Background: an optimization exercise with open tools, aiming at small area. Do not read the settings as production practice. The RTL was checked by simulation tests, not by an equivalence proof against the original design.

// thumb_core
module thumb_core (
	input  logic        clk,
	input  logic        rst,
	output logic [31:0] prog_addr,
	input  logic [31:0] prog_data,
	output logic [31:0] mem_addr,
	output logic [31:0] mem_wdata,
	output logic [1:0]  mem_size,
	output logic        mem_we,
	input  logic [31:0] mem_rdata
);
==> flow/config.mk <==
export PLATFORM = sky130hd
export DESIGN_NAME = thumb_core
export DESIGN_NICKNAME = thumb_core
export VERILOG_FILES = /design/flow/design.v
export SDC_FILE = /design/flow/constraint.sdc
export NUM_CORES = 4
export LEC_CHECK = 0
export CAP_MARGIN = 20
export CORE_MARGIN = 2
export CORE_UTILIZATION = 65
export CTS_BUF_LIST = sky130_fd_sc_hd__clkbuf_8
export CTS_CLUSTER_DIAMETER = 60
export CTS_CLUSTER_SIZE = 18
export PLACE_DENSITY = 0.75
export SLEW_MARGIN = 20
export SYNTH_HIERARCHICAL = 1
==> flow/constraint.sdc <==
create_clock -name core_clock -period 12.0 [get_ports {clk}]
set_input_delay 2.4000 -clock core_clock [delete_from_list [all_inputs] [get_ports {clk}]]
set_output_delay 2.4000 -clock core_clock [all_outputs]
set_load 0.01 [all_outputs]
standard.sh (not shown) runs the stock make flow with config.mk's settings and CLKGATE_MAP_FILE= SYNTH_SCRIPT=/design/flow/synth_recipe.tcl, a recipe that flattens the netlist after the stock synthesis.
==> flow/flow/run.sh <==
#!/bin/bash
# Standard ORFS layout; only the port buffers use the smallest buffer cell.
set -euo pipefail
export BUFFER_PORTS_ARGS="-buffer_cell sky130_fd_sc_hd__buf_1"
bash standard.sh > standard_flow.log 2>&1
Then changed:
--- a/flow/design.v
+++ b/flow/design.v
@@ -85,31 +85,35 @@
 	logic [31:0] p;
 	logic [31:0] r0, r1, r2, r3, r4, r5, r6, r7;
 	logic [15:0] ins;
 	assign ins = pc[1] ? prog_data[31:16] : prog_data[15:0];
 	logic [2:0] ra, rb, rd;
 	logic [1:0] msize;
 	logic d_shift, d_load, d_store, d_mem, d_as3, d_i8, dp_mul, lsl, shr, asr;
 	logic tworot, we1, sub, inva, a_zero, use_imm, b_zero, lg_and, lg_or, arith;
-	logic imm_bit;
 	tc_dec u_dec (
-		.ins(ins), .ph(ph), .imm_bit(imm_bit), .ra(ra), .rb(rb), .rd(rd), .msize(msize),
+		.ins(ins), .ra(ra), .rb(rb), .rd(rd), .msize(msize),
 		.d_shift(d_shift), .d_load(d_load), .d_store(d_store), .d_mem(d_mem),
 		.d_as3(d_as3), .d_i8(d_i8), .dp_mul(dp_mul), .lsl(lsl), .shr(shr), .asr(asr),
 		.tworot(tworot), .we1(we1), .sub(sub), .inva(inva), .a_zero(a_zero),
 		.use_imm(use_imm), .b_zero(b_zero), .lg_and(lg_and), .lg_or(lg_or), .arith(arith)
 	);
 	logic [7:0] bit0, bit1;
 	assign bit0 = {r7[0], r6[0], r5[0], r4[0], r3[0], r2[0], r1[0], r0[0]};
 	assign bit1 = {r7[1], r6[1], r5[1], r4[1], r3[1], r2[1], r1[1], r0[1]};
 	logic a_bit, b_bit, b_next;
 	tc_mux8 u_rda (.v(bit0), .i(ra), .o(a_bit));
 	tc_mux8 u_rdb (.v(bit0), .i(rb), .o(b_bit));
 	tc_mux8 u_rdn (.v(bit1), .i(rb), .o(b_next));
+	logic imm_bit;
+	tc_imm u_imm (
+		.ins(ins), .ph(ph), .d_mem(d_mem), .d_as3(d_as3), .d_i8(d_i8),
+		.imm_bit(imm_bit)
+	);
 	logic ph0, ph31;
 	assign ph0  = (ph == 5'd0);
 	assign ph31 = (ph == 5'd31);
 	logic aa, bb, cin, s_sum, s_cout, alu_out;
 	assign aa      = (a_bit ^ inva) && !a_zero;
 	assign bb      = (use_imm ? imm_bit : (!b_zero && b_bit)) ^ sub;
 	assign cin     = ph0 ? sub : c;
 	assign s_sum   = aa ^ bb ^ cin;
@@ -170,18 +174,16 @@
 	assign prog_addr = {pc[31:2], 2'b00};  
 	assign mem_addr  = {st_cyc ? alu_out : a31, mar};
 	assign mem_wdata = {b_bit, p[31:1]};
 	assign mem_size  = msize;
 	assign mem_we    = st_cyc && d_store;
 endmodule
 module tc_dec (
 	input  logic [15:0] ins,
-	input  logic [4:0]  ph,
-	output logic        imm_bit,
 	output logic [2:0]  ra, rb, rd,
 	output logic [1:0]  msize,    
 	output logic        d_shift, d_load, d_store, d_mem, d_as3, d_i8, dp_mul,
 	output logic        lsl, shr, asr,
 	output logic        tworot,   
 	output logic        we1,      
 	output logic        sub, inva, a_zero, use_imm, b_zero, lg_and, lg_or, arith
 );
@@ -213,34 +215,41 @@
 	assign sub     = (d_as3 && ins[9]) || d_sub8;
 	assign inva    = dp_bic || dp_mvn;
 	assign a_zero  = d_mov8;
 	assign use_imm = (d_as3 && ins[10]) || d_i8 || d_mem;
 	assign b_zero  = d_shift || dp_mul || dp_mvn;
 	assign lg_and  = dp_and || dp_bic;
 	assign lg_or   = dp_orr || dp_mvn;
 	assign arith   = !(lg_and || dp_eor || lg_or);
+	assign ra = d_i8 ? ins[10:8] : ins[5:3];
+	assign rb = d_as3 ? ins[8:6] : ins[2:0];
+	assign rd = d_i8 ? ins[10:8] : ins[2:0];
+endmodule
+module tc_imm (
+	input  logic [15:0] ins,
+	input  logic [4:0]  ph,
+	input  logic        d_mem, d_as3, d_i8,
+	output logic        imm_bit
+);
 	logic       kok, imm5_bit;
 	logic [2:0] sc, kk;
 	assign sc  = d_mem ? {1'b0, !ins[15] && !ins[12], ins[15]} : 3'd0;
 	assign kk  = ph[2:0] - sc;
 	assign kok = (ph[2:0] >= sc) && (kk < (d_as3 ? 3'd3 : 3'd5));
 	always_comb begin
 		case (kk)
 			3'd0:    imm5_bit = ins[6];
 			3'd1:    imm5_bit = ins[7];
 			3'd2:    imm5_bit = ins[8];
 			3'd3:    imm5_bit = ins[9];
 			default: imm5_bit = ins[10];
 		endcase
 	end
 	assign imm_bit = (ph[4:3] == 2'b00) && (d_i8 ? ins[ph[2:0]] : (kok && imm5_bit));
-	assign ra = d_i8 ? ins[10:8] : ins[5:3];
-	assign rb = d_as3 ? ins[8:6] : ins[2:0];
-	assign rd = d_i8 ? ins[10:8] : ins[2:0];
 endmodule
 module tc_padd (input logic [31:0] p, input logic [31:0] maddr, input logic mb, output logic [31:0] psum);
 	logic [31:0] padd;
 	logic [31:0] pc_ch;
 	assign padd = mb ? maddr : 32'd0;
 	always_comb begin
 		pc_ch[0] = 1'b0;
 		for (int i = 0; i < 31; i++) begin
After rerunning: First-iteration DRC count is lower by about 22%. Wire length falls by 1.9%. Design area grows by 0.52%. Worst setup slack gets better by 0.0064 ns. Utilization climbs by 0.12 points. Worst hold slack is worse by 0.016 ns. Fmax hardly moves. Critical path depth stays the same. Non-clock buffer count fell by 3. Count of clock-buffer cells in the layout increases by 1. Die area goes up by about 0.44%. Flip-flop and latch count stays the same.

==> re-timing with driven ports <==
The results above use ideal ports. As a check the final layouts listed here were re-extracted and re-timed, cells and wires unchanged. Step 1 sets driving cells, clkbuf_16 on the clock port and buf_2 on the other inputs (assumed; they add their load-dependent delay and slew). Step 2 times the ports against the registers' clock, not the clock port: input delays grow and output delays shrink by t, the midpoint of the rising clock arrivals with the driver on. Slacks: ideal ports / drivers / drivers and shift; pairs: ideal ports / drivers.
run | t (ns) | setup WS [ns] | worst hold slack (ns) | slew at the worst register clock pin (ns) | worst slew at a driven data input, ns
the first run | 0.606 | 0.343 / 0.343 / 0.343 | 0.323 / 0.323 / 0.323 | 0.11 / 0.11 | 0.06
the second run | 0.595 | 0.350 / 0.350 / 0.350 | 0.306 / 0.306 / 0.306 | 0.12 / 0.12 | 0.05
After both steps every run listed still meets setup and hold.
